Context: an optimization exercise on an open-source flow, tuned for small area and a short achievable clock period. The choices shown serve that exercise and are no tape-out recipe.
No functional check of the RTL was part of any run shown here.
Power is estimated from default activity; no workload was simulated.

File: design/flow/design.v
module mem_responder #(
   parameter int DATA_W      = 16,
   parameter int ADDR_W      = 8,
   parameter int WAIT_CYCLES = 2,
   parameter int PROT_LIMIT  = 16
) (
   input  logic              clk,
   input  logic              reset,
   input  logic [15:0]       mem_addr,
   input  logic [DATA_W-1:0] mem_data_in,
   input  logic              mem_rd,
   input  logic              mem_wr,
   output logic [DATA_W-1:0] mem_data_out,
   output logic              mem_ready,
   output logic              mem_busy,
   output logic              mem_err
);
   localparam int NR   = 4;      
   localparam int L    = 64;     
   localparam int TSTP = 3;      
   localparam int ISTP = 5;      
   localparam int NT   = (L - 1) / TSTP + 1;    
   localparam int NI   = (L - 1) / ISTP + 1;    
   logic c1_q, c2_q, c3_q, rdy_q, busy_q, erro_q;
   logic accept;
   logic err_q;
   assign accept = ~busy_q & (mem_rd | mem_wr);
   always_ff @(posedge clk or posedge reset) begin
      if (reset) begin
         c1_q   <= 1'b0;
         c2_q   <= 1'b0;
         c3_q   <= 1'b0;
         rdy_q  <= 1'b0;
         busy_q <= 1'b0;
         erro_q <= 1'b0;
      end else begin
         c1_q   <= accept;
         c2_q   <= c1_q;
         c3_q   <= c2_q;
         rdy_q  <= c3_q;
         busy_q <= accept | c1_q | c2_q | c3_q;
         erro_q <= c3_q & err_q;
      end
   end
   assign mem_busy  = busy_q;
   assign mem_ready = rdy_q;
   assign mem_err   = erro_q;
   logic              take;
   logic              oor_in;
   logic [5:0]        t_q;            
   logic [5:0]        tn;
   logic [7:0]        tl_q, th_q;     
   logic [7:0]        lo_q, lo_d;     
   logic [7:0]        hi_q, hi_d;
   logic [NR-1:0]     rsel_q, rsel_d;
   logic              rd_ok_q, rd_ok_d;    
   logic              pw_q, pw_d;     
   logic [DATA_W-1:0] wdata_q;
   assign take    = accept & ~reset;
   assign oor_in  = mem_addr[15:8] != 8'd0;
   assign rd_ok_d = take ? ~oor_in : rd_ok_q;
   assign pw_d    = take ? (mem_wr & ~mem_rd & ~oor_in) : pw_q;
   assign tn      = t_q + 6'd2;
   logic [7:0] wl, wh;
   logic [7:0] lo_t, hi_t0, hi_t1;
   logic       b;
   always_comb begin
      wl = 8'd1 << mem_addr[2:0];
      wh = 8'd1 << mem_addr[5:3];
      lo_t  = '0;
      hi_t0 = '0;
      hi_t1 = '0;
      b = 1'b0;
      for (int k = 0; k < 8; k++)
         for (int m = 0; m < 8; m++) begin
            lo_t[k]  = lo_t[k]  | (wl[m] & tl_q[(m - k + 8) % 8]);
            hi_t0[k] = hi_t0[k] | (wh[m] & th_q[(m - k + 8) % 8]);
            hi_t1[k] = hi_t1[k] | (wh[m] & th_q[(m - k + 7) % 8]);
         end
      for (int m = 0; m < 8; m++)
         for (int n = m + 1; n < 8; n++)
            b = b | (wl[m] & tl_q[n]);
   end
   always_comb begin
      if (take) begin
         lo_d   = lo_t;
         hi_d   = b ? hi_t1 : hi_t0;
         rsel_d = 4'd1 << mem_addr[7:6];
      end else begin
         lo_d   = {lo_q[0], lo_q[7:1]};
         hi_d   = lo_q[0] ? {hi_q[0], hi_q[7:1]} : hi_q;
         rsel_d = rsel_q;
      end
   end
   always_ff @(posedge clk) begin
      t_q     <= t_q + 6'd1;
      tl_q    <= 8'd1 << tn[2:0];
      th_q    <= 8'd1 << tn[5:3];
      lo_q    <= lo_d;
      hi_q    <= hi_d;
      rsel_q  <= rsel_d;
      rd_ok_q <= rd_ok_d;
      pw_q    <= pw_d;
      if (take) begin
         err_q   <= (mem_rd & mem_wr) | oor_in;
         wdata_q <= mem_data_in;
      end
   end
   logic [NI-1:0] ins_q [NR];
   logic [NT-1:0] tap_q [NR];
   for (genvar r = 0; r < NR; r++) begin : g_sel
      for (genvar m = 0; m < NI; m++) begin : g_ins
         localparam int S = m * ISTP;
         always_ff @(posedge clk) ins_q[r][m] <= pw_d & rsel_d[r] & hi_d[S / 8] & lo_d[S % 8];
      end
      for (genvar m = 0; m < NT; m++) begin : g_tap
         localparam int S = m * TSTP;
         always_ff @(posedge clk) tap_q[r][m] <= rd_ok_d & rsel_d[r] & hi_d[S / 8] & lo_d[S % 8];
      end
   end
   function automatic int inv(input int s);
      inv = (((s + 1) % L) % ISTP == 0) && ((s + 1) % L != 0);
   endfunction
   function automatic int pol(input int s);
      int n;
      n = 0;
      for (int k = s; k < L; k++)
         if ((((k + 1) % L) % ISTP == 0) && ((k + 1) % L != 0)) n = n + 1;
      pol = n % 2;
   endfunction
   logic [DATA_W-1:0] ring [NR][L];
   for (genvar r = 0; r < NR; r++) begin : g_ring
      for (genvar s = 0; s < L; s++) begin : g_slot
         localparam int NXT = (s + 1) % L;
         if (inv(s) != 0) begin : g_imux
            localparam bit P = pol(s) != 0;
            logic [DATA_W-1:0] d;
            logic [DATA_W-1:0] x;
            assign x = wdata_q ^ {DATA_W{~P}};
            for (genvar b = 0; b < DATA_W; b++) begin : g_bit
               mem_responder_insmux u_mux (
                  .sel  (ins_q[r][NXT / ISTP]),
                  .seln (~ins_q[r][NXT / ISTP]),
                  .x    (x[b]),
                  .prev (ring[r][NXT][b]),
                  .d    (d[b])
               );
            end
            always_ff @(posedge clk) ring[r][s] <= d;
         end else if (NXT == 0) begin : g_mux
            always_ff @(posedge clk)
               ring[r][s] <= ins_q[r][0] ? (wdata_q ^ {DATA_W{pol(s) != 0}}) : ring[r][NXT];
         end else begin : g_shift
            always_ff @(posedge clk) ring[r][s] <= ring[r][NXT];
         end
      end
   end
   logic [DATA_W-1:0] rmux;
   logic [DATA_W-1:0] rdata_q, rdata_d;
   logic [DATA_W-1:0] dout_q;
   always_comb begin
      rmux = '0;
      for (int r = 0; r < NR; r++)
         for (int m = 0; m < NT; m++)
            rmux = rmux | ({DATA_W{tap_q[r][m]}} & (ring[r][m * TSTP] ^ {DATA_W{pol(m * TSTP) != 0}}));
   end
   assign rdata_d = (c1_q ? '0 : rdata_q) | rmux;
   always_ff @(posedge clk) begin
      rdata_q <= rdata_d;
      dout_q  <= c3_q ? rdata_d : '0;
   end
   assign mem_data_out = dout_q;
endmodule
module mem_responder_insmux (
   input  logic sel,
   input  logic seln,
   input  logic x,
   input  logic prev,
   output logic d
);
   assign d = ~((sel | prev) & (seln | x));
endmodule
File: design/flow/constraint.sdc
create_clock -name core_clock -period 4.0 [get_ports {clk}]
set_input_delay 0.8000 -clock core_clock [delete_from_list [all_inputs] [get_ports {clk}]]
set_output_delay 0.8000 -clock core_clock [all_outputs]
set_load 0.01 [all_outputs]
File: design/flow/run.sh
#!/bin/bash
# synth_recipe.tcl (not shown) runs the flow's synth.tcl, then flattens the netlist and writes it again
# the make line also repeats each setting of config.mk as NAME=value (left out here)
make -C /OpenROAD-flow-scripts/flow DESIGN_CONFIG=/design/flow/config.mk WORK_HOME=/design/flow/orfs CLKGATE_MAP_FILE= SYNTH_SCRIPT=/design/flow/synth_recipe.tcl finish
File: design/flow/config.mk
export PLATFORM = sky130hd
export DESIGN_NAME = mem_responder
export DESIGN_NICKNAME = mem_responder
export VERILOG_FILES = /design/flow/design.v
export SDC_FILE = /design/flow/constraint.sdc
export NUM_CORES = 4
export LEC_CHECK = 0
export CAP_MARGIN = 20
export CORE_MARGIN = 2
export CORE_UTILIZATION = 60
export CTS_BUF_LIST = sky130_fd_sc_hd__clkbuf_8 sky130_fd_sc_hd__clkbuf_16
export CTS_CLUSTER_DIAMETER = 70
export CTS_CLUSTER_SIZE = 30
export SETUP_SLACK_MARGIN = 1.7
export SLEW_MARGIN = 20
export SYNTH_HIERARCHICAL = 1
export SYNTH_MINIMUM_KEEP_SIZE = 0
==> results.cfg, run 1 <==
[global_routing]
grtUsageTotal_pct = 50.56
busiest_layer = met2
met2_usage_pct = 66.17
grt_pass1_wl_um = 574400
grtUsageMet3_pct = 24.08
antenna_found_initial = 86
grt.met1_usage_pct = 63.63
grt_overflow = 0
grt_pass1_vias = 61102
grt_start_max_net_pins = 32

[cts]
hold_buffers = 0
clk_latency_ps = 910
path_clk_slew_ps = 110
numCtsBuffers = 167
cts.sinks = 4335
cts_tree = built
clockRootBuffer = clkbuf_16
clk_path_buf_depth = 3
htree_num_levels = 4

[power]
vdd.ir_drop.worst_mv = 0.5123
p_per_area_mw_per_mm2 = 577.7
power.leakage_nw = 46.01

[layout]
nets = 7668
postLayoutCoreUtil_pct = 68.69
drive_above_1_share_pct = 15.31
finalInstanceArea_mm2 = 0.1181
stdcell_count = 10081
num-fill-cells = 12352
synthToLayoutAreaGrowth_pct = 13.58

[timing]
max_clock_freq_mhz = 402.8
finalMaxSlewViolations = 0
rsz0062_at_grt = yes
period_share_pct = 62.07
hold_viol_final = 0
tns_ps = 0
max_slew.worst_pin.slew_ps = 1348
setup_viol = 0
fin_ws_ps = 1517
skew_ps = 67.79
slew-limit-headroom_pct = 9.584
min_period_ps = 2483

[critical_path]
cpMaxStageDelayCell = inv_1
path_max_fanout = 18
crit_path_end_kind = flop
cp.arrival_ps = 3200
critPathKind = reg -> reg
critical-path-max-stage-delay_ps = 980
reg2reg_slack_ps = 1520
cp-start-kind = flop
cp.required_ps = 4710
cp_cell_sequence = buf_4 -> inv_1 -> buf_4 -> o22ai_1
crit_top_cell = buf_4
r2r_cells = 4

[die]
core.rowCount = 152
dieArea_mm2 = 0.1766
initial_core_util_pct = 60.48
die_w_um = 420.3
die_h_um = 420.3
coreArea_mm2 = 0.1719
ios = 55

[drt]
vias_per_cell = 6.897
drc = 0
firstDrtPassIters = 6
wirelength_um = 454900
drtIter0Drc = 13587
drtAntennaViolNets = 0
vias = 69533
post_drt_wl_per_cell_um = 45.13

[placed_design]
place_area_mm2 = 0.1092
dpl.cell_count = 9592
port_buffers = 54
preCtsSetupSlack_ps = 306.1
place.gp.congestion = 1.011
dp_hpwl_um = 279900

[synth]
synth_edf_count = 17
ys.flop_type = dfxtp_1
synth_fp_nets = 7176
yosys_warnings = 13
syn_inst = 7135
synthesis.area_mm2 = 0.1040
async_flop_share_pct = 0.1384
postSynthAreaPerCell_um2 = 14.57
synth-seq-area-share_pct = 83.65
ys_types = 77
synth_seq_cells = 4335

[min_path]
hold_class = in -> async

[run]
cap_violations = 0

[outcome]
status = finished clean
==> final cells by class <==
type / count / area (um^2) / area share [%]
flip-flops and latches: 4335 / 87280 / 73.90
multi-input cells: 2470 / 17160 / 14.53
repair buffers: 510 / 5012 / 4.244
clock buffers: 174 / 4275 / 3.620
well taps: 2310 / 2890 / 2.447
inverters: 142 / 665.6 / 0.5636
clock inverters: 49 / 589.3 / 0.4990
diodes: 90 / 225.2 / 0.1907
repair inverters: 1 / 6.256 / 0.005297
==> critical path: cells and delay by family, from the launching register on <==
kind / cells / cell delay [ps]
AOI/OAI and AO/OA: 1 / 150
buffers and inverters: 3 / 1750
DFF: 1 / 330
==> power by group <==
group	leakage (nW)	switching, mW	total (mW)	internal (mW)
logic	8.14	2.20	3.20	1.00
registers	35.4	0.208	43.6	43.4
clock network	2.43	13.1	21.4	8.34
==> modules after synthesis, one instance, submodules excluded <==
module | cells inside | flip-flops and latches
mem_responder | 6367 | 4335
mem_responder_insmux | 1 | 0
==> flip-flops by register name, summed over array words and instances (netlist names), 4 cells and up <==
signal,count
wdata_q,16
rsel_q,4
dout_q,16
hi_q,8
tl_q,8
t_q,6
th_q,8
lo_q,8
rdata_q,16
tap_q,88
ins_q,52
ring,4096
==> cells by family after synthesis <==
kind of cell    count (synthesis)  share of synthesized area, %
flops                        4335                         83.65
fa+ha+maj                       5                       0.06016
mux                            99                         1.108
simple gates                  816                         3.852
buf+inv                       336                         1.251
xor+xnor                        5                       0.04212
compound gates               1539                         10.03
==> stage by stage <==
stage	hold WS (ps)	power, mW
2_1_floorplan	309.6	45.91
3_3_place_gp	309.5	46.82
3_5_place_dp	312.1	46.83
4_1_cts	139.7	67.26
5_1_grt	184.8	69.50
6_report	172.7	68.22
==> cells in the mapped netlist, types with 5 or more instances <==
cell / instances / share of area [%]
a32oi_1: 5 / 0.042
a2bb2oi_1: 54 / 0.45
dfxtp_1: 4312 / 83
a221oi_1: 59 / 0.50
o21ai_0: 158 / 0.76
o2111ai_1: 47 / 0.40
nand3_1: 21 / 0.10
or3_1: 7 / 0.042
a22oi_1: 124 / 0.90
o2bb2ai_1: 6 / 0.051
nor4_1: 56 / 0.34
a221o_1: 19 / 0.18
a222oi_1: 5 / 0.048
o22ai_1: 873 / 5.3
a31oi_1: 5 / 0.030
mux2_2: 71 / 0.77
a22o_1: 33 / 0.28
nand2b_1: 65 / 0.39
dfrtp_1: 6 / 0.14
nor2_1: 123 / 0.44
a211oi_1: 6 / 0.043
nand2_1: 317 / 1.1
ha_1: 5 / 0.060
o211ai_1: 31 / 0.22
nor3b_1: 7 / 0.051
nor2b_1: 12 / 0.072
nor2_2: 8 / 0.048
mux2i_1: 21 / 0.20
and2_1: 19 / 0.11
inv_1: 141 / 0.51
mux4_2: 5 / 0.11
o211a_1: 7 / 0.067
buf_1: 10 / 0.036
nor3_1: 79 / 0.38
edfxtp_1: 17 / 0.49
o221ai_1: 30 / 0.25
buf_2: 14 / 0.067
a21oi_1: 28 / 0.13
nor3_2: 6 / 0.058
nand4_1: 51 / 0.31
or4_1: 18 / 0.13
clkbuf_1: 167 / 0.60
a2111oi_0: 24 / 0.20
==> layout by cell type, fill, tap and decap left out, types with 31 or more instances in the layout <==
cell          n
diode_2      90
buf_4       331
nand2b_1     63
dfxtp_1    4178
nor2_1      102
buf_6        47
o211ai_1     31
dfxtp_4      51
dfxtp_2      83
buf_12       56
o22ai_1     873
a2bb2oi_1    50
nand2_1     309
nor3_2       37
nor3_1       42
o2111ai_1    46
inv_1        88
mux2_2       70
clkbuf_16   170
o21ai_0     153
nand4_1      51
a221oi_1     48
a22oi_1     115
==> path summary, 6_finish.rpt <==
check / startpoint / to
worst max-delay path: ins_q[1][5]$_DFF_P_ / ring[88][2]$_DFF_P_
worst min-delay path: reset / c3_q$_DFF_PP0_
max in group asynchronous: reset / c2_q$_DFF_PP0_
worst max register to register: ins_q[1][5]$_DFF_P_ / ring[88][2]$_DFF_P_
worst min register to register: ring[251][9]$_DFF_P_ / ring[250][9]$_DFF_P_
min in group core_clock: ring[251][9]$_DFF_P_ / ring[250][9]$_DFF_P_
==> metal layers <==
| metal | part of all wire (%) | wire, um |
|---|---|---|
| met5 | 0.16 | 731 |
| met4 | 9.1 | 41470 |
| met3 | 17 | 75690 |
| met2 | 39 | 177000 |
| met1 | 35 | 160000 |
==> what timing repair did <==
| item | in CTS | in global routing |
|---|---|---|
| gates resized for setup | 374 | 216 |
| setup endpoints to repair | 203 | 172 |
| gates cloned | 9 | 5 |
| pin swaps | 22 | 36 |
| buffers inserted | 119 | 41 |
==> inputs of run 2 (changes only) <==
--- a/design/flow/config.mk
+++ b/design/flow/config.mk
@@ -11,7 +11,7 @@
 export CTS_BUF_LIST = sky130_fd_sc_hd__clkbuf_8 sky130_fd_sc_hd__clkbuf_16
 export CTS_CLUSTER_DIAMETER = 70
 export CTS_CLUSTER_SIZE = 30
-export SETUP_SLACK_MARGIN = 1.7
+export SETUP_SLACK_MARGIN = 1.9
 export SLEW_MARGIN = 20
 export SYNTH_HIERARCHICAL = 1
 export SYNTH_MINIMUM_KEEP_SIZE = 0
==> run 2 against run 1 <==
Effect of this change: via count grew 2.4%; non-clock buffer count grew 150; maximum frequency up 4.4%; highest routed layer unchanged; combinational power increased by 39%.
==> results.cfg, run 2 <==
[critical_path]
rr_startpoint = tap_q[0][12]$_DFF_P_
cp-start-kind = flop
cp_top_family = simple AND/OR/NAND/NOR gates
crit_buf_inv = 2
crit_path_end_kind = flop
critical-path-max-stage-delay_ps = 540
cp_cell_sequence = inv_4 -> buf_4 -> nor2_1 -> a2111oi_0 -> nand4_1 -> or4_4 -> and2_1
r2r_cells = 7
critPathKind = reg -> reg
cp.arrival_ps = 3170
critPathCapture = dout_q[11]$_SDFF_PN0_
critPathLaunch = tap_q[0][12]$_DFF_P_
reg2reg_slack_ps = 1620
path_max_fanout = 6
cpMaxStageDelayCell = or4_4
cp.required_ps = 4800
timing.rr.end = dout_q[11]$_SDFF_PN0_
path_depth = 7

[cts]
clk_latency_ps = 900
htree_num_levels = 4
cts.sinks = 4335
cts_tree = built
numCtsBuffers = 168
path_clk_slew_ps = 110
clockRootBuffer = clkbuf_16
clk_path_buf_depth = 3

[timing]
setup_viol = 0
hold_viol_final = 0
slew-limit-headroom_pct = 12.82
min_period_ps = 2378
max_clock_freq_mhz = 420.6
tns_ps = 0
rsz0062_at_grt = yes
finalMaxSlewViolations = 0
max_slew.worst_pin.slew_ps = 1308
skew_ps = 69.56
period_share_pct = 59.44

[layout]
synthToLayoutAreaGrowth_pct = 16.72
postLayoutCoreUtil_pct = 70.60
mostFrequentLayoutCells = dfxtp_1 (4165), o22ai_1 (873), buf_4 (392)
regMostFlops = ring
top_regs = ring (4096), tap_q (88), ins_q (52)
nets = 7813
largest_reg_flops = 4096
drive_above_1_share_pct = 18.66
final_common_cell = dfxtp_1

[drt]
drtAntennaViolNets = 0
drc = 0
vias = 71193
firstDrtPassIters = 7
vias_per_cell = 6.959
post_drt_wl_per_cell_um = 45.01
wirelength_um = 460500
drtIter0Drc = 12987

[synth]
synth-seq-area-share_pct = 83.65
synthTopCellsByArea = dfxtp_1 (83%), o22ai_1 (5.3%), nand2_1 (1.1%)
async_flop_share_pct = 0.1384
netlist.area_leader.share_pct = 83.02
postSynthAreaPerCell_um2 = 14.57
synth_edf_count = 17
synth_fp_nets = 7176
yosys.area.top_type = dfxtp_1
ys_types = 77
synthesis.area_mm2 = 0.1040
synth.most_common_cell = dfxtp_1
ys.flop_type = dfxtp_1
synth_seq_cells = 4335
ys_top_cells_by_count = dfxtp_1 (4312), o22ai_1 (873), nand2_1 (317)
syn_inst = 7135
yosys_warnings = 13

[global_routing]
grt_pass1_vias = 61462
antenna_found_initial = 71
grtUsageTotal_pct = 51.07
grt_pass1_wl_um = 579200
grt_overflow = 0
grt_start_max_net_pins = 32

[die]
ios = 55
core.rowCount = 152
dieArea_mm2 = 0.1766
die_w_um = 420.3
initial_core_util_pct = 60.48
coreArea_mm2 = 0.1719
die_h_um = 420.3

[placed_design]
place.gp.congestion = 1.012
port_buffers = 54
dp_hpwl_um = 277300

[power]
p_per_area_mw_per_mm2 = 571.0
power.leakage_nw = 47.36
vdd.ir_drop.worst_mv = 0.5276

[min_path]
hold_class = in -> async

[outcome]
status = finished clean

[run]
cap_violations = 0
## run 2: cell counts after synthesis
Identical to the previous run, type by type.
## run 2: what timing repair did
action | CTS | global route
buffers inserted | 236 | 65
gates cloned | 13 | 2
hold buffers | 0 | 0
pin swaps | 91 | 83
setup endpoints to repair | 257 | 201
gates resized for setup | 674 | 337
## run 2: area by class of cell
type	count	area (um^2)
antenna	107	267.8
sequential	4335	87350
timing repair buffer	660	7191
multi-input combinational	2464	18160
timing repair inverter	1	8.758
inverter	142	728.2
tap	2310	2890
clock buffer	179	4423
fill	11890	50550
clock inverter	33	355.3
## run 2: worst min-delay path by stage
stage / to / cells past startpoint / slack, ps
4_1_cts: rdy_q$_DFF_PP0_ / 2 / 150
5_1_grt: rdy_q$_DFF_PP0_ / 2 / 180
3_5_place_dp: ring[0][6]$_DFF_P_ / 0 / 310
6_report: rdy_q$_DFF_PP0_ / 2 / 150
2_1_floorplan: ring[0][0]$_DFF_P_ / 0 / 310
3_3_place_gp: ring[107][13]$_DFF_P_ / 0 / 310
## run 2: routing by layer
layer / wire length (um) / global-route usage, % / vias up
met5: 1200 / 1.306 / -
met4: 40350 / 37.68 / 42
met3: 80430 / 26.05 / 2015
met2: 178500 / 66.07 / 7407
met1: 160100 / 64.48 / 35297
li1: - / - / 26432
## run 2: power breakdown
part | internal (mW) | switching (mW) | total (mW) | leakage, nW
combinational | 1.71 | 2.74 | 4.45 | 9.51
clock | 8.27 | 13.0 | 21.2 | 2.39
sequential | 43.4 | 0.220 | 43.6 | 35.5
total | 53.4 | 15.9 | 69.3 | 47.4
## run 2: per-stage QoR
| step | hold slack [ps] | total power, mW | cell area [um^2] | std cells | setup slack (ps) |
|---|---|---|---|---|---|
| final | 146.5 | 69.31 | 121400 | 10231 | 1622 |
| after global routing | 180.3 | 70.58 | 121100 | 10139 | 1501 |
| after CTS | 149.8 | 68.02 | 118800 | 10056 | 1636 |
| after detailed placement | 312.1 | 46.85 | 109300 | 9595 | 294.0 |
| after global placement | 309.6 | 46.85 | 109200 | 9594 | 251.2 |
| after floorplan | 309.6 | 45.94 | 104300 | 7135 | 1120 |
## run 2: cell families after synthesis
kind of cell / count (synthesis) / share of synthesized area [%]
AOI/OAI and AO/OA: 1539 / 10.03
xor gates and xnor gates: 5 / 0.04212
adders and majority gates: 5 / 0.06016
muxes: 99 / 1.108
buffers and inverters: 336 / 1.251
DFF: 4335 / 83.65
and+or+nand+nor: 816 / 3.852
## run 2: Yosys stat by module (local to each module, per instance)
module / cells inside / flops+latches / copies in the design / area [um^2]
mem_responder: 6367 / 4335 / 1 / 99180
mem_responder_insmux: 1 / 0 / 768 / 6.256

==> static timing again, ports no longer ideal <==
No port has a modelled driver above. Below, the same layouts with a new extraction and two added sets of constraints.
Step 1 (the two cells are an assumption about what drives the block):
set clk [get_ports {clk}]
set_driving_cell -lib_cell sky130_fd_sc_hd__clkbuf_16 $clk
set_driving_cell -lib_cell sky130_fd_sc_hd__buf_2 [delete_from_list [all_inputs] $clk]
Step 2 also shifts input and output timing later by t, the mid clock arrival at the registers, as if the neighbouring blocks saw the same clock.
Three values: ideal ports, drivers, drivers and shift; two values: the first two.
run	t, ns	setup slack, ns	hold WS [ns]	clock arrival spread, ns	worst slew at a driven data input, ns
run 1	0.976	1.517 / 1.517 / 0.675	0.173 / 0.100 / 0.289	0.070 / 0.070	0.05
run 2	0.958	1.622 / 1.622 / 0.800	0.146 / 0.080 / 0.276	0.078 / 0.078	0.05
After both steps setup and hold are still met in every run listed. The setup slack of run 1, which loses most, moves by 0.000 ns with the drivers and by -0.842 ns with both steps.
